What follows belongs to an exercise in optimizing a design on an open flow for a short achievable clock period and few clock cycles; a production flow would make more cautious choices.
RTL that was checked went through simulation tests only; none was proved equivalent to the original.
No functional check of the RTL was part of runs 2 to 4.
Power is estimated from default activity; no workload was simulated.

`design/flow/run.sh`:
```
#!/bin/bash
# synth_recipe.tcl (not shown) runs the flow's synth.tcl, then flattens the netlist and writes it again
# the make line also repeats each setting of config.mk as NAME=value (left out here)
make -C /OpenROAD-flow-scripts/flow DESIGN_CONFIG=/design/flow/config.mk WORK_HOME=/design/flow/orfs CLKGATE_MAP_FILE= SYNTH_SCRIPT=/design/flow/synth_recipe.tcl finish
```
`design/flow/config.mk`:
```
export PLATFORM = sky130hd
export DESIGN_NAME = pipeline_cpu
export DESIGN_NICKNAME = pipeline_cpu
export VERILOG_FILES = /design/flow/design.v
export SDC_FILE = /design/flow/constraint.sdc
export NUM_CORES = 4
export LEC_CHECK = 0
export ABC_CLOCK_PERIOD_IN_PS = 3000
export CAP_MARGIN = 20
export CORE_MARGIN = 2
export CORE_UTILIZATION = 40
export SETUP_SLACK_MARGIN = 3.0
export SLEW_MARGIN = 20
```
`design/flow/constraint.sdc`:
```
create_clock -name core_clock -period 6.5 [get_ports {clock}]
set_input_delay 1.3000 -clock core_clock [delete_from_list [all_inputs] [get_ports {clock}]]
set_output_delay 1.3000 -clock core_clock [all_outputs]
set_load 0.01 [all_outputs]
```
`design/flow/design.v`:
```
`default_nettype none
module pipeline_cpu (
    input  logic        clock,
    input  logic        arst_n,
    output logic [31:0] address_imem,
    input  logic [31:0] q_imem,
    output logic [31:0] address_dmem,
    output logic [31:0] data_dmem,
    output logic        wren,
    input  logic [31:0] q_dmem,
    output logic        ctrl_write_enable,
    output logic [4:0]  ctrl_write_reg,
    output logic [4:0]  ctrl_read_reg_a,
    output logic [4:0]  ctrl_read_reg_b,
    output logic [31:0] data_write_reg,
    input  logic [31:0] data_read_reg_a,
    input  logic [31:0] data_read_reg_b
);
    logic [31:0] pc;
    logic [31:0] pc_plus_one;
    assign pc_plus_one = pc + 32'd1;
    logic [31:0] insn;
    logic [4:0]  opcode;
    logic [4:0]  f_rd;
    logic [4:0]  f_rs;
    logic [4:0]  f_rt;
    logic [4:0]  shamt;
    logic [4:0]  func;
    logic [31:0] imm;
    assign insn   = q_imem;
    assign opcode = insn[31:27];
    assign f_rd   = insn[26:22];
    assign f_rs   = insn[21:17];
    assign f_rt   = insn[16:12];
    assign shamt  = insn[11:7];
    assign func   = insn[6:2];
    assign imm    = {{15{insn[16]}}, insn[16:0]};
    logic op_r, op_j, op_bne, op_jal, op_jr, op_addi, op_blt, op_sw, op_lw;
    assign op_r    = opcode == 5'd0;
    assign op_j    = opcode == 5'd1;
    assign op_bne  = opcode == 5'd2;
    assign op_jal  = opcode == 5'd3;
    assign op_jr   = opcode == 5'd4;
    assign op_addi = opcode == 5'd5;
    assign op_blt  = opcode == 5'd6;
    assign op_sw   = opcode == 5'd7;
    assign op_lw   = opcode == 5'd8;
    assign address_imem    = pc;
    assign ctrl_read_reg_a = f_rs;
    assign ctrl_read_reg_b = (insn[28] | insn[29]) ? f_rd : f_rt;
    logic [31:0] ra;    
    logic [31:0] rb;    
    assign ra = data_read_reg_a;
    assign rb = data_read_reg_b;
    logic [31:0] sum_rr, dif_rr, and_rr, or_rr, sll_r, sra_r, sum_ri;
    assign sum_rr = ra + rb;
    assign dif_rr = ra - rb;
    assign and_rr = ra & rb;
    assign or_rr  = ra | rb;
    assign sll_r  = ra << shamt;
    assign sra_r  = $signed(ra) >>> shamt;
    assign sum_ri = ra + imm;
    logic [31:0] result;
    always_comb begin
        result = '0;
        if (op_r) begin
            case (func)
                5'd0: result = sum_rr;
                5'd1: result = dif_rr;
                5'd2: result = and_rr;
                5'd3: result = or_rr;
                5'd4: result = sll_r;
                5'd5: result = sra_r;
                default: result = '0;
            endcase
        end else if (op_jal) begin
            result = pc_plus_one;
        end else begin
            result = sum_ri;
        end
    end
    logic taken;
    assign taken = (op_bne & (rb != ra)) | (op_blt & ($signed(rb) < $signed(ra)));
    logic [31:0] br_target;
    assign br_target = pc_plus_one + imm;
    logic [31:0] pc_next;
    always_comb begin
        if (op_j | op_jal)   pc_next = {5'd0, insn[26:0]};
        else if (op_jr)      pc_next = rb;
        else if (taken)      pc_next = br_target;
        else                 pc_next = pc_plus_one;
    end
    logic        wb_en_d;
    logic [4:0]  wb_reg_d;
    assign wb_reg_d = op_jal ? 5'd31 : f_rd;
    assign wb_en_d  = (op_r | op_addi | op_lw | op_jal) & (wb_reg_d != 5'd0);
    logic        s2_load;
    logic [31:0] s2_result;
    logic [31:0] s2_store;
    logic        s2_wren;
    logic        s2_we;
    logic [4:0]  s2_reg;
    always_ff @(posedge clock or negedge arst_n) begin
        if (!arst_n) begin
            pc          <= '0;
            s2_load     <= 1'b0;
            s2_result   <= '0;
            s2_store    <= '0;
            s2_wren     <= 1'b0;
            s2_we       <= 1'b0;
            s2_reg      <= '0;
        end else begin
            pc          <= pc_next;
            s2_load     <= op_lw;
            s2_result   <= result;
            s2_store    <= rb;
            s2_wren     <= op_sw;
            s2_we       <= wb_en_d;
            s2_reg      <= wb_reg_d;
        end
    end
    assign address_dmem      = s2_result;
    assign data_dmem         = s2_store;
    assign wren              = s2_wren;
    assign ctrl_write_enable = s2_we;
    assign ctrl_write_reg    = s2_reg;
    assign data_write_reg    = s2_load ? q_dmem : s2_result;
endmodule
`default_nettype wire
```
==> metrics list, run 1 <==
- After detailed placement, the total cell area comes to 20200 um^2.
- Antenna-violating nets left: 0
- The worst register-to-register path begins at pc[7]$_DFF_PN0_.
- Counting every sink on the clock net gives 104.
- Number of synthesized flops with an enable pin: 0
* Leakage: about 0.010 uW
- Number of antenna violations at the first check in global routing: 3
- For the worst-skew pair, the clock arrives at the later sink with an insertion delay of 410 ps.
- Total routed wirelength: around 80000 um
- Counting cells, the worst reg-to-reg path comes to 17.
- Average instance area after synthesis: 8.23 um^2
* Prevailing post-synth register cell: dfrtp_1
* Clock tree skew after final layout: 11.5 ps
- RSZ-0062 raised after global routing: true
- Design Area, Final: between 20000 and 25000 um^2
- The number of nets handed over by synthesis was 2335.
- Dividing total power by cell area gives a power density of 209 nW/um^2.
- In the final layout, the share of cells above drive strength 1 is ~36%.
- Start point of the worst min-delay path: pc[0]$_DFF_PN0_
* Number of warning messages in the yosys log: 1
- The die covers between 40000 and 50000 um^2.
- Synthesis handed over a netlist of around 2000 instances.
- TritonCTS built the clock tree.
* Die width: between 200 and 250 um
* Total iterations of the first detailed-routing run: 6
- Commonest non-fill, non-tap cell in the layout: buf_4
- The tool flagged a number of max-cap violations equal to 0.
- After synthesis, flip-flops and latches occupy roughly 16% of the total area.
* CP endpoint: s2_result[28]$_DFF_PN0_
- Via density per instance: around 6.3
- Pin count of the biggest net entering global routing: 57
- After layout, the minimum clock period comes to between 4000 and 5000 ps.
- Number of buffers created by CTS: 9
* Routability-driven placement congestion ratio: just over 1
- Number of rows created at floorplan: 74
* Measured slew at the worst slew-check pin: roughly 940 ps
- The setup check on the worst reg-to-reg path leaves a slack of between 2000 and 3000 ps.
- For this run, the top clock speed supported by timing is ~0.23 GHz.
* Wire length of the first global-routing pass: 117000 um
- The number of global-route vias before repair is 18400.
* Max rail drop VDD: 0.156 mV
- Total I/O pin count: about 280
* Total negative setup slack: 0 ps
* Start point of the critical path: q_imem[3]
* Hold bufs inserted after CTS: 0
* Htree depth: 3
- The path class of the tightest hold or removal check is reg2reg.
- Number of filler instances in the final layout: ~3500
- The routed layout has 19000 vias.
- Number of distinct library cells after synthesis: 86
* Drt wl/cell: 26.7 um
- In the layout the commonest cells are buf_4 (214), nor2_1 (167), clkdlybuf4s50_1 (148).
- HPWL after detailed placement: between 50000 and 60000 um
- Destination of the worst register-to-register timing path: pc[28]$_DFF_PN0_
- Share of synthesized registers carrying an async set or reset: 100%
* Outcome: complete, no violations
- Cell with the largest stage delay on the worst path: a2111o_1
- The final layout contains about 2800 nets.
* Endpoint type of the worst setup path: flip-flop
* Core Region: between 40000 and 50000 um^2
- The mapped netlist covers around 17000 um^2.
- Final count of hold timing violations: 0
* 1st-iter DRT viols: around 1900
- Synth-to-layout area growth: 48.9%
- Input and output buffers added on the ports amount to around 270.
- On the worst path, the slowest cell contributes a delay of 350 ps.
* Global Route Usage Sum: between 30 and 40%
* Total power: between 5000 and 6000 uW
- Bufs on Longest Clock Path: 2
- Max transition margin: between 30% and 40%
* Post-route DRC: 0
* Data arrival time at the worst-slack endpoint: between 4000 and 5000 ps
- For this run, the share of the core covered by cells in the final layout is about three fifths.
- Final setup violation count: 0
- The largest registers in the layout are pc (32), s2_result (32), s2_store (32).
- Clock-pin slew on the worst setup and hold paths: around 90 ps
- Remaining Overflow, GRT: 0
* CP startpoint kind: primary input
- Number of slew-limit violations in the final report: 0
- At the worst endpoint, the required time is between 6000 and 7000 ps.
- From bottom edge to top edge, the die measures 207 um.
- Of all nets on the critical path, the largest fanout is 5.
- Critical Path, Cell by Cell: buf_12, nor4_4, and2_4, a21oi_2, xnor2_1, ha_2, a21o_1, a2111o_1, o22ai_4, a21oi_4, a21boi_4, o21ai_4, a311oi_2, mux2_4, or3_1
* Initial core utilization: 40.5%
- In this run the clock root is driven by a clkbuf_16.
- Final clock period utilization by the worst path: between 60% and 70%
* CP Class: in2reg
* Number of storage elements in the synthesis netlist: between 100 and 150
[cell families after synthesis]
| logic type | Yosys count | synth area share (%) |
|---|---|---|
| multiplexers | 176 | 16.5 |
| flip-flops | 104 | 15.7 |
| AND/OR/NAND/NOR | 544 | 15.8 |
| adder cells (fa/ha/maj) | 194 | 14.8 |
| XOR/XNOR | 130 | 6.88 |
| AO/OA/AOI/OAI | 622 | 24.3 |
| buffers and inverters | 241 | 6.00 |
[timing repair]
| item | CTS | global route |
|---|---|---|
| buffers inserted | 153 | 50 |
| gates cloned | 7 | 1 |
| gates resized for setup | 777 | 179 |
| setup endpoints to repair | 106 | 93 |
| pin swaps | 171 | 127 |
[through the flow]
| stage | hold WS [ps] | setup WS [ps] | std cells |
|---|---|---|---|
| 4_1_cts | 752 | 2130 | 2952 |
| 3_5_place_dp | 667 | 528 | 2776 |
| 6_report | 811 | 2130 | 3005 |
| 3_3_place_gp | 655 | 641 | 2776 |
| 5_1_grt | 830 | 2080 | 3003 |
| 2_1_floorplan | 603 | 1970 | 2011 |
[critical path, delay by kind of cell]
kind | cells | cell delay, ps
AO/OA/AOI/OAI | 8 | 1560
AND/OR/NAND/NOR | 3 | 910
multiplexers | 1 | 340
adder cells (fa/ha/maj) | 1 | 310
XOR/XNOR | 1 | 150
buffers and inverters | 1 | 100
[layout make-up]
class / instances / area [um^2] / area share, %
timing repair buffer: 547 / 5020 / 20.4
antenna: 2 / 5.00 / 0.0203
inverter: 137 / 569 / 2.31
clock inverter: 6 / 57.6 / 0.234
clock buffer: 10 / 239 / 0.970
tap: 532 / 666 / 2.70
sequential: 104 / 2610 / 10.6
multi-input combinational: 1667 / 15500 / 62.8
[synthesized netlist by cell type (49+ instances only)]
library cell | instances | share of area, %
xor2_1 | 49 | 2.6
mux2i_1 | 58 | 3.5
nand2_1 | 122 | 2.8
inv_1 | 135 | 3.1
a21o_1 | 57 | 2.6
o21ai_0 | 145 | 4.4
xnor2_1 | 81 | 4.3
a21oi_1 | 156 | 4.7
dfrtp_1 | 104 | 16
nor2_1 | 189 | 4.3
clkbuf_1 | 64 | 1.5
mux4_2 | 67 | 9.1
ha_1 | 191 | 14
[layer usage]
metal | wire length [um] | GRT usage, % | up-vias
li1 | - | - | 8378
met1 | 32900 | 48.0 | 9297
met2 | 36100 | 56.3 | 1125
met3 | 8130 | 8.25 | 185
met4 | 3210 | 13.0 | 0
met5 | 0 | 0 | -
[worst min-delay path by stage]
stage                                         to  slack (ps)  depth (start not counted)
after global placement    s2_result[0]$_DFF_PN0_         660                          1
after global routing      s2_result[0]$_DFF_PN0_         830                          2
after floorplan           s2_result[0]$_DFF_PN0_         600                          1
after detailed placement  s2_result[0]$_DFF_PN0_         670                          1
after CTS                 s2_result[0]$_DFF_PN0_         750                          2
final                     s2_result[0]$_DFF_PN0_         810                          2
[power by group]
part	leakage [uW]	total [uW]	internal [uW]	switching [uW]
logic	0.00900	3620	1720	1900
registers	0.00122	937	785	152
clock network	0.000148	602	280	321
Testbench counts, summed over its fixed seeds: cycles 584,710.
==> inputs of run 2 (changes only) <==
--- a/design/flow/design.v
+++ b/design/flow/design.v
@@ -58,7 +58,7 @@
     assign and_rr = ra & rb;
     assign or_rr  = ra | rb;
     assign sll_r  = ra << shamt;
-    assign sra_r  = $signed(ra) >>> shamt;
+    assign sra_r  = $unsigned($signed(ra) >>> shamt);
     assign sum_ri = ra + imm;
     logic [31:0] result;
     always_comb begin
==> metrics list, run 2 <==
- The run finished with no timing, DRC or antenna violations.
- Pwr dens: ~210 nW/um^2
- Row generation in the floorplan step produced 74 rows.
- Routability-driven placement congestion ratio: ~1.0
- Final setup violation count: 0
* Prevailing post-synth register cell: dfrtp_1
- Max transition margin: a little under two fifths
* Share of the yosys chip area belonging to registers: between 10% and 20%
* Total I/O pin count: around 280
* Number of storage elements in the synthesis netlist: about 100
* Critical Path Max Stage Delay: between 300 and 400 ps
- Largest registers: pc (32), s2_result (32), s2_store (32)
- Die width: between 200 and 250 um
* Final count of hold timing violations: 0
- Clock skew on the completed layout was measured at 11.5 ps.
- Antenna-violating nets left: 0
- Cell types occupying the most area after synthesis: dfrtp_1 (16%), ha_1 (14%), mux4_2 (9.1%)
- STA classifies the critical path endpoint as a flip-flop.
* Synthesized cell area: between 15000 and 20000 um^2
- The final max-slew violation count is 0.
- Synthesis handed over a netlist of roughly 2000 instances.
* Pin count of the biggest net entering global routing: 57
- Fraction of post-synthesis cell area in the top cell type by area: ~16%
- Overall die height: roughly 210 um
- Leading cell types in the layout, fill and taps excluded: buf_4 (214), nor2_1 (167), clkdlybuf4s50_1 (148)
* Die Area: around 43000 um^2
* Clock tree from TritonCTS: yes
- CP startpoint kind: primary input
* Leading cell type by number of instances after synthesis: ha_1
- Minimum period implied by the final worst setup slack: ~4400 ps
- Net count, final: 2790
- CP max FO: 5
- Remaining Overflow, GRT: 0
* Leakage: between 0.01 and 0.015 uW
- Total negative setup slack: 0 ps
* Routed vias: 19000
- Bufs on Longest Clock Path: 2
- CP Class: in2reg
* Post-route DRC: 0
- Global Route Usage Sum: a little over a third
* Drt wl/cell: roughly 27 um
* Number of warning messages in the yosys log: 1
- After the first detailed-routing iteration, the DRC count stood at slightly below 2000.
* Via count of the first global-routing pass: between 15000 and 20000
- A synthesized cell averages between 8 and 9 um^2.
- Data arrival time at the worst-slack endpoint: roughly 4700 ps
* Clock tree root driver cell: clkbuf_16
- Leaving out fill and tap cells, the most frequent cell in the layout is buf_4.
* Type of the worst min-delay path: reg2reg
* Core Region: about 41000 um^2
- The post-route netlist has 35.9% of its cells at a drive strength greater than 1.
- The later pin in the worst-skew pair is clocked with a latency of 410 ps.
- Final clock period utilization by the worst path: between 60% and 70%
- IO Port Bufs: between 200 and 300
* Max-Cap Viols: 0
- Via density per instance: around 6.3
- For the worst setup path, the data required time is around 6800 ps.
- By count the netlist is led by ha_1 (191), nor2_1 (189), a21oi_1 (156).
- Compared with the post-synthesis result, the final layout area differs by 48.9%.
- In this run, post-CTS hold repair placed 0 buffers.
- Initial core utilization: between 40% and 50%
* Number of filler instances in the final layout: between 3000 and 4000
- The slowest stage of the critical path is the a2111o_1 cell.
- The signal on the critical path passes through buf_12, nor4_4, and2_4, a21oi_2, xnor2_1, ha_2, a21o_1, a2111o_1, o22ai_4, a21oi_4, a21boi_4, o21ai_4, a311oi_2, mux2_4, or3_1.
* Clock-pin slew on the worst setup and hold paths: about 90 ps
- Measured slew at the worst slew-check pin: 937 ps
* Number of distinct library cells after synthesis: 86
- Sink Count: 104
- Yosys mapped a number of flops with a built-in enable equal to 0.
- When the netlist entered floorplanning its net count stood at ~2300.
- HPWL after detailed placement: approximately 58000 um
- The worst-case IR drop observed on VDD is roughly 0.16 mV.
- Hold is met by between 800 and 900 ps.
- Number of buffers and inverters on the critical path: 1
- Cell taking the most area after synthesis: dfrtp_1
- Measured on the finished design, the core utilization comes to just over 60%.
- Setup repair after global routing could not meet its margin everywhere.
* Total iterations of the first detailed-routing run: 6
- Htree depth: 3
- Number of antenna violations at the first check in global routing: 3
- Counting flops with an async set or reset pin after synthesis yields a share of between 90% and 100%.
- Cell family contributing the most delay on the critical path: compound AO/OA/AOI/OAI gates
* Total routed wirelength: between 80000 and 90000 um
* Fmax: 0.229 GHz
- Wire length of the first global-routing pass: about 120000 um
- The number of clock buffers added by TritonCTS is 9.
## run 2: cell counts in the layout (fill, tap and decap cells not counted)
Identical to the previous run, type by type.
## run 2: layer usage
metal | vias up | track usage, % | wire, um
li1 | 8378 | - | -
met1 | 9297 | 48.0 | 32900
met2 | 1125 | 56.3 | 36100
met3 | 185 | 8.25 | 8130
met4 | 0 | 13.0 | 3210
met5 | - | 0 | 0
## run 2: stage by stage
stage               setup WS, ps  std cells  total power (uW)  area, um^2
finish                      2130       3005              5160       24600
global route                2080       3003              5440       24600
CTS                         2130       2952              4840       23700
detailed placement           528       2776              3740       20200
global placement             641       2776              3710       20200
floorplan                   1970       2011              2680       16900
## run 2: layout make-up
type | count | area, um^2 | share of cell area [%]
Clock buffer | 10 | 239 | 0.970
Multi-Input combinational cell | 1667 | 15500 | 62.8
Sequential cell | 104 | 2610 | 10.6
Inverter | 137 | 569 | 2.31
Timing Repair Buffer | 547 | 5020 | 20.4
Clock inverter | 6 | 57.6 | 0.234
Antenna cell | 2 | 5.00 | 0.0203
Tap cell | 532 | 666 | 2.70
## run 2: path summary, 6_finish.rpt
path,cells after the start,slack (ps),start,to
hold reg to reg,2,810,pc[0]$_DFF_PN0_,s2_result[0]$_DFF_PN0_
hold / removal,2,810,pc[0]$_DFF_PN0_,s2_result[0]$_DFF_PN0_
setup reg to reg,17,2560,pc[7]$_DFF_PN0_,pc[28]$_DFF_PN0_
min in group asynchronous,1,890,arst_n,s2_store[22]$_DFF_PN0_
setup / recovery,15,2130,q_imem[3],s2_result[28]$_DFF_PN0_
max in group asynchronous,2,4620,arst_n,pc[6]$_DFF_PN0_
## run 2: tightest hold or removal path, stage by stage, from the launching register on
cell      delay, ps
dfrtp_2         420
buf_4           180
o221ai_1        140
## run 2: timing repair
action,CTS,global route
endpoints found under the hold margin,0,0
setup endpoints to repair,106,93
pin swaps,171,127
gates cloned,7,1
buffers inserted,153,50
gates resized for setup,777,179
## run 2: kinds of logic (layout without fill, tap and decap cells)
logic type | after synthesis | count (layout) | share of synthesized area [%]
AO/OA/AOI/OAI | 622 | 622 | 24.3
XOR/XNOR | 130 | 130 | 6.88
adder cells (fa/ha/maj) | 194 | 194 | 14.8
buffers and inverters | 241 | 700 | 6.00
flip-flops | 104 | 104 | 15.7
multiplexers | 176 | 176 | 16.5
other | 0 | 2 | 0
AND/OR/NAND/NOR | 544 | 545 | 15.8
## run 2: power by group
group / leakage (uW) / internal [uW] / switching, uW
Combinational: 0.00900 / 1720 / 1900
Clock: 0.000148 / 280 / 321
Sequential: 0.00122 / 785 / 152
==> inputs of run 3 (changes only) <==
==> design/flow/config.mk (replaced) <==
export PLATFORM = sky130hd
export DESIGN_NAME = pipeline_cpu
export DESIGN_NICKNAME = pipeline_cpu
export VERILOG_FILES = /design/flow/design.v
export SDC_FILE = /design/flow/constraint.sdc
export NUM_CORES = 4
export LEC_CHECK = 0
export CAP_MARGIN = 20
export CORE_MARGIN = 2
export CORE_UTILIZATION = 40
export SLEW_MARGIN = 20
==> metrics list, run 3 <==
- In this run the static leakage power is between 0.008 and 0.009 uW.
- Bufs on Longest Clock Path: 2
- Die width: 207 um
* Wire length of the first global-routing pass: 109000 um
- Once layout is complete, the utilization of the core stands at 50.1%.
* Antenna-violating nets left: 0
- The pre-antenna-repair detailed-routing pass consisted of 9 iterations.
- In this run the register-to-register setup slack is about 1700 ps.
- Clock tree root driver cell: clkbuf_16
- Worst-Skew Late Latency: 420 ps
- Synthesis produced a netlist whose cell count is 2011.
* Routed vias: about 18000
* Number of warning messages in the yosys log: 1
- Dividing the detail-routed via count by the number of cells gives 6.25.
* Fmax: ~0.18 GHz
* Leading cell type by number of instances after synthesis: ha_1
* Critical Path Max Stage Delay: 860 ps
* Pin count of the biggest net entering global routing: 70
- In the layout the commonest cells are clkdlybuf4s50_1 (268), ha_1 (191), nor2_1 (188).
* CP Class: in2reg
* Cell taking the most area after synthesis: dfrtp_1
- Dividing the synthesized area by the synthesized cell count gives 8.23 um^2.
* Destination of the worst register-to-register timing path: pc[28]$_DFF_PN0_
- The startpoint identified for the worst register-to-register timing path is pc[0]$_DFF_PN0_.
- The core region is slightly above 40000 um^2.
- The signal on the critical path passes through clkdlybuf4s50_1, nor4_2, buf_4, nand2_1, nand2_1, o21ai_0, fa_1, nand2b_1, a21oi_1, o22ai_1, a21oi_1, a21o_1, a21o_1, a211oi_1, a2111oi_1, buf_4, a211o_1.
* Drt wl/cell: 26.2 um
- During placement, the flow inserted port buffers numbering 274.
* Final count of hold timing violations: 0
- Number of antenna violations at the first check in global routing: 5
- Ranked by total cell area, the synthesized netlist is headed by dfrtp_1 (16%), ha_1 (14%), mux4_2 (9.1%).
* Via count of the first global-routing pass: between 15000 and 20000
* Number of synthesized flops with an enable pin: 0
- In the synthesized netlist, the cells that appear most often are ha_1 (191), nor2_1 (189), a21oi_1 (156).
* Type of the worst min-delay path: reg2reg
* Worst Path Required: roughly 7000 ps
- HPWL after detailed placement: just under 60000 um
- Clock-pin slew was measured on the worst setup and hold paths at around 80 ps.
- In the final layout, the registers with the most flip-flops are pc (32), s2_result (32), s2_store (32).
- During I/O placement, the number of pins put on the boundary was between 200 and 300.
- In this run the tightest slew margin relative to its limit is between 20% and 30%.
- Hold EP: s2_result[0]$_DFF_PN0_
- CP startpoint kind: primary input
- Sink Count: about 100
* Max-Cap Viols: 0
- Layout cell share with drive strength beyond 1: ~11%
- Remaining Overflow, GRT: 0
* Cell family contributing the most delay on the critical path: compound AO/OA/AOI/OAI gates
* Routability-driven placement congestion ratio: between 1 and 1.5
- Minimum period implied by the final worst setup slack: between 5000 and 6000 ps
* Number of distinct library cells after synthesis: between 80 and 90
* Number of buffers created by CTS: 9
- The mapped netlist covers between 15000 and 20000 um^2.
* RSZ-0062 raised after global routing: false
- Outcome: complete, no violations
- Number of slew-limit violations in the final report: 0
- Max rail drop VDD: ~0.15 mV
- Htree depth: 3
* Register-to-Register Path Depth: 15
* Synth-to-layout area growth: 23.6%
- Hold bufs inserted after CTS: 0
- The slowest stage of the critical path is the a2111oi_1 cell.
- Overall die height: roughly 210 um
* Prevailing post-synth register cell: dfrtp_1
- Measured slew at the worst slew-check pin: 1130 ps
- The worst setup path is captured at a flip-flop.
* Die Area: 43000 um^2
* Global Route Usage Sum: 33.5%
- Along the worst hold path, the cell count comes to 1.
* Post-route DRC: 0
- Final hold analysis gives a worst-case slack of a little over 700 ps.
- Clock tree skew after final layout: 19.5 ps
* Data arrival time at the worst-slack endpoint: approximately 6000 ps
* Number of storage elements in the synthesis netlist: about 100
- Final setup violation count: 0
* Total negative setup slack: 0 ps
- Initial core utilization: between 40% and 50%
- Pwr dens: around 220 nW/um^2
- The worst hold path begins at pc[0]$_DFF_PN0_.
* Nets in the synthesized netlist: 2335
* Critical Path Stages: 17
- After filler insertion, the fill cell instance count of the layout stands at about 3900.
- Final clock period utilization by the worst path: between 80% and 90%
- The final layout contains routed wiring with a total length of ~74000 um.
* Share of the yosys chip area belonging to registers: roughly 16%
- CP max FO: 14
- Number of instances resized during post-cts repair: 0
- Net count, final: approximately 2600
- 1st-iter DRT viols: 1465
* Number of rows created at floorplan: 74
- Summed over its instances, the top area cell type makes up 15.7% of the synthesized netlist area.
* Setup repair bufs after CTS: 0
* Commonest non-fill, non-tap cell in the layout: clkdlybuf4s50_1
* Clock tree from TritonCTS: yes
- Share of synthesized registers carrying an async set or reset: 100%
* Number of buffers and inverters on the critical path: 3
## run 3: cell counts after synthesis
Identical to the previous run, type by type.
## run 3: how the worst max path moves through the flow
stage	startpoint	end	slack, ps
after floorplan	q_imem[2]	s2_result[28]$_DFF_PN0_	1250
after global placement	q_imem[6]	s2_result[16]$_DFF_PN0_	390
after detailed placement	data_read_reg_b[0]	s2_result[28]$_DFF_PN0_	560
after CTS	q_imem[6]	s2_result[28]$_DFF_PN0_	970
after global routing	q_imem[6]	s2_result[16]$_DFF_PN0_	570
final	q_imem[6]	s2_result[16]$_DFF_PN0_	800
## run 3: logic make-up (layout without fill, tap and decap cells)
group	after synthesis	after routing	synth area share, %
compound gates	622	622	24.3
simple gates	544	544	15.8
buf+inv	241	509	6.00
fa+ha+maj	194	194	14.8
mux	176	176	16.5
xor+xnor	130	130	6.88
flops	104	104	15.7
other cells	0	1	0
## run 3: layout make-up
cell class	instances	area, um^2	area share, %
Multi-Input combinational cell	1666	13000	63.4
Timing Repair Buffer	356	3360	16.4
Sequential cell	104	2600	12.7
Tap cell	532	666	3.25
Inverter	137	514	2.51
Clock buffer	9	225	1.10
Clock inverter	7	114	0.557
Antenna cell	1	2.50	0.0122
## run 3: power breakdown
group          total, uW  switching, uW  internal (uW)
Sequential           929            146            783
Clock                682            335            347
Combinational       2800           1530           1270
Total               4410           2010           2400
## run 3: stage by stage
stage	std cells	setup WS [ps]	total power [uW]	instance area, um^2
after floorplan	2011	1250	2600	16500
after global placement	2795	386	3660	20100
after detailed placement	2795	555	3680	20100
after CTS	2811	974	4380	20500
after global routing	2811	571	4700	20500
final	2812	802	4410	20500
## run 3: layer usage
layer / up-vias / share of wire, % / track usage (%)
met4: 2 / 3.7 / 12.9
met3: 137 / 10 / 7.08
met2: 918 / 43 / 50.9
li1: 8015 / - / -
met5: - / 0.016 / 0
met1: 8500 / 43 / 46.4
==> inputs of run 4 (changes only) <==
--- a/design/flow/config.mk
+++ b/design/flow/config.mk
@@ -5,7 +5,9 @@
 export SDC_FILE = /design/flow/constraint.sdc
 export NUM_CORES = 4
 export LEC_CHECK = 0
+export ABC_CLOCK_PERIOD_IN_PS = 3000
 export CAP_MARGIN = 20
 export CORE_MARGIN = 2
 export CORE_UTILIZATION = 40
+export SETUP_SLACK_MARGIN = 3.6
 export SLEW_MARGIN = 20
==> metrics list, run 4 <==
* Start point of the worst min-delay path: pc[0]$_DFF_PN0_
* 1st-iter DRT viols: about 2300
* Type of the worst min-delay path: reg2reg
- Via density per instance: 6.39
- The tool flagged a number of max-cap violations equal to 0.
* Total negative setup slack: 0 ps
- The count of buffers added on input and output ports is 274.
- Endpoint type of the worst setup path: flip-flop
* Most numerous cell on the critical path: a21oi_2
- Clock-pin slew on the worst setup and hold paths: around 80 ps
* Start point of the critical path: data_read_reg_b[13]
- In this run the number of cells on the critical path is 17.
* Cell depth of the worst min-delay path: 3
- The filler cells instantiated in the layout total approximately 3300.
* Max rail drop VDD: around 0.17 mV
- Dividing the synthesized area by the synthesized cell count gives 8.23 um^2.
- Via count of the first global-routing pass: ~19000
- By instance count, the leading cell after synthesis is ha_1.
- The die is slightly above 200 um tall.
* Critical Path, Cell by Cell: buf_4, nor4_4, nand4_1, nor2_4, nand2_4, or3_4, o21ai_2, xnor2_1, ha_1, inv_2, nor3_2, a21oi_2, o22ai_1, a221o_1, a21oi_2, o221ai_1, or3_1
- Antenna-violating nets left: 0
- The run finished with no timing, DRC or antenna violations.
- Final count of hold timing violations: 0
- CP Class: in2reg
* Number of buffers and inverters on the critical path: 2
- The die covers 43000 um^2.
* Synthesized cell area: about 17000 um^2
- The analysis attributes to cell leakage a power of 0.0111 uW.
- Minimum period implied by the final worst setup slack: about 4500 ps
* Clock tree skew after final layout: between 15 and 20 ps
- The final route contains ~20000 vias.
- The commonest cells after synthesis are ha_1 (191), nor2_1 (189), a21oi_1 (156).
- Setup repair after global routing could not meet its margin everywhere.
* Reg area: between 2000 and 3000 um^2
- For this run, the leading register cell type out of synthesis is dfrtp_1.
- Total iterations of the first detailed-routing run: 8
* Synth-to-layout area growth: 56.6%
- Leaving out fill and tap cells, the most frequent cell in the layout is buf_4.
* Leading cell types in the layout, fill and taps excluded: buf_4 (250), buf_6 (173), nor2_1 (165)
- Of the post-synthesis cell area, the dominant cell type holds 15.7%.
- Net count, final: around 2900
- Row generation in the floorplan step produced 74 rows.
* Largest registers: pc (32), s2_result (32), s2_store (32)
- Initial core utilization: about two fifths
- Total I/O pin count: roughly 280
- Number of antenna violations at the first check in global routing: 1
* Cell with the largest stage delay on the worst path: or3_4
- TritonCTS built the clock tree.
* Post-route DRC: 0
* Number of synthesized flops with an enable pin: 0
- The worst register-to-register path has a depth of 16.
- The tree built by TritonCTS fans out to 104 sinks.
- Cell types occupying the most area after synthesis: dfrtp_1 (16%), ha_1 (14%), mux4_2 (9.1%)
- HPWL after detailed placement: 57900 um
* Combined area of the multi-input logic cells: roughly 16000 um^2
- Clock tree root driver cell: clkbuf_16
- Core Region: around 41000 um^2
- Cell taking the most area after synthesis: dfrtp_1
- CP startpoint kind: primary input
- After detailed placement, the design holds a cell count of 2783.
* Worst Path Required: ~6800 ps
- Routability-driven placement congestion ratio: 1.05
- In this design, the stage delay of the slowest critical-path cell is around 420 ps.
- Timing would allow up to about 0.22 GHz.
* Layout cell share with drive strength beyond 1: 40.9%
- CP max FO: 4
- For the worst setup path, the data arrival time is slightly below 5000 ps.
* Number of storage elements in the synthesis netlist: roughly 100
- Die width: 207 um
- TritonCTS created 9 clock buffers.
- After synthesis, the share of flip-flops with an asynchronous set or reset is 100%.
- Total power: ~5300 uW
- Drt wl/cell: ~27 um
- Global routing consumed, over all layers together, between 30% and 40% of the routing resources.
- Number of distinct library cells after synthesis: 86
- Total routed wirelength: a little over 80000 um
* Nets in the synthesized netlist: approximately 2300
- Share of the yosys chip area belonging to registers: 15.7%
* Final setup violation count: 0
- Cell family contributing the most delay on the critical path: simple AND/OR/NAND/NOR gates
- Worst-Skew Late Latency: roughly 380 ps
* Met2 wire len: 35900 um
- DR top layer: met4
- The worst pin sits at a relative slew slack of 29.2%.
- After layout, the worst path uses a little over two thirds of the clock period.
- Routed metal-1 wire length: about 33000 um
* Pin count of the biggest net entering global routing: 70
* Detail Route met3 WL: around 9600 um
- The total overflow left after global routing is 0.
- The final max-slew violation count came to 0.
* Htree depth: 3
* Wire length of the first global-routing pass: 119000 um
- Power spread over the standard cell area amounts to 205 nW/um^2.
- The startpoint identified for the worst register-to-register timing path is pc[4]$_DFF_PN0_.
- Number of warning messages in the yosys log: 1
- No sink is reached through more buffers than the 2 on the longest clock path.
* Measured slew at the worst slew-check pin: between 1000 and 1500 ps
* Final std cells w/o fill: 3089
- Post-Syn Instances: roughly 2000
-- run 4: cell counts after synthesis --
Identical to the previous run, type by type.
-- run 4: area by class of cell --
cell class | count | area share [%]
Multi-Input combinational cell | 1667 | 60.3
Timing Repair Buffer | 633 | 23.7
Sequential cell | 104 | 10.1
Tap cell | 532 | 2.57
Inverter | 137 | 2.23
Clock buffer | 11 | 0.937
Clock inverter | 4 | 0.203
Antenna cell | 1 | 0.00966
-- run 4: final timing paths --
path / to / slack, ps
min in group asynchronous: s2_store[28]$_DFF_PN0_ / 1050
max: s2_result[28]$_DFF_PN0_ / 1960
max in group asynchronous: pc[0]$_DFF_PN0_ / 4360
max reg2reg: pc[29]$_DFF_PN0_ / 2540
min: s2_result[1]$_DFF_PN0_ / 810
min reg2reg: s2_result[1]$_DFF_PN0_ / 810
-- run 4: per-stage QoR --
stage | area, um^2 | utilization [%] | hold slack [ps] | setup slack [ps]
after floorplan | 17000 | - | 603 | 1970
after global placement | 20300 | 49.8 | 728 | 817
after detailed placement | 20300 | 49.8 | 721 | 796
after CTS | 24700 | 60.4 | 807 | 2190
after global routing | 25900 | 63.4 | 859 | 1870
final | 25900 | 63.4 | 809 | 1960
-- run 4: metal layers --
metal	vias to the layer above	GRT usage, %
met5	-	0
met4	0	12.3
met3	234	6.88
met2	1331	56.0
met1	9615	50.7
li1	8550	-
-- run 4: where the power goes --
| group | leakage [uW] | internal, uW | switching, uW |
|---|---|---|---|
| combinational | 0.00972 | 1810 | 1970 |
| clock | 0.000146 | 310 | 273 |
| sequential | 0.00122 | 786 | 158 |
-- run 4: timing repair --
| item | CTS | global route |
|---|---|---|
| gates cloned | 6 | 1 |
| endpoints found under the setup margin | 106 | 105 |
| buffers inserted | 219 | 64 |
| pin swaps | 196 | 135 |
| hold buffers | 0 | 0 |
| gates resized for setup | 1108 | 193 |
-- run 4: worst register-to-register path: cells and delay by family, from the launching register on --
family	cells	cell delay, ps
adder cells (fa/ha/maj)	1	260
XOR/XNOR	1	270
buffers and inverters	1	80
flip-flops	1	400
AND/OR/NAND/NOR	5	1150
multiplexers	1	300
AO/OA/AOI/OAI	7	1400
-- run 4: kinds of logic after synthesis --
logic type | synth area share (%)
multiplexers | 16.5
adder cells (fa/ha/maj) | 14.8
buffers and inverters | 6.00
AO/OA/AOI/OAI | 24.3
flip-flops | 15.7
XOR/XNOR | 6.88
AND/OR/NAND/NOR | 15.8

static timing again, ports no longer ideal:
The results above use ideal ports. As a check the final layouts listed here were re-extracted and re-timed, cells and wires unchanged. Step 1, drivers: a clkbuf_16 drives clock and a buf_2 each remaining input, both assumed. Step 2 adds t to the input delays and takes it off the output delays; t is the mean of the earliest and latest rising clock arrival at the registers after step 1. Input paths then give back, and output paths get back, about the clock's delay inside the block. a / b / c = ideal ports / drivers / drivers and shift; a / b = the first two.
run	shift t [ns]	setup WS [ns]	latest minus earliest clock arrival (ns)	worst register clock-pin slew, ns	cell pins on the clock port's net
run 1	0.463	2.127 / 2.129 / 1.666	0.014 / 0.014	0.09 / 0.09	1
run 2	0.463	2.127 / 2.129 / 1.666	0.014 / 0.014	0.09 / 0.09	1
run 3	0.473	0.802 / 0.830 / 0.357	0.023 / 0.022	0.10 / 0.10	1
run 4	0.423	1.960 / 1.944 / 1.521	0.016 / 0.016	0.08 / 0.08	1
After both steps every run listed still meets setup and hold.
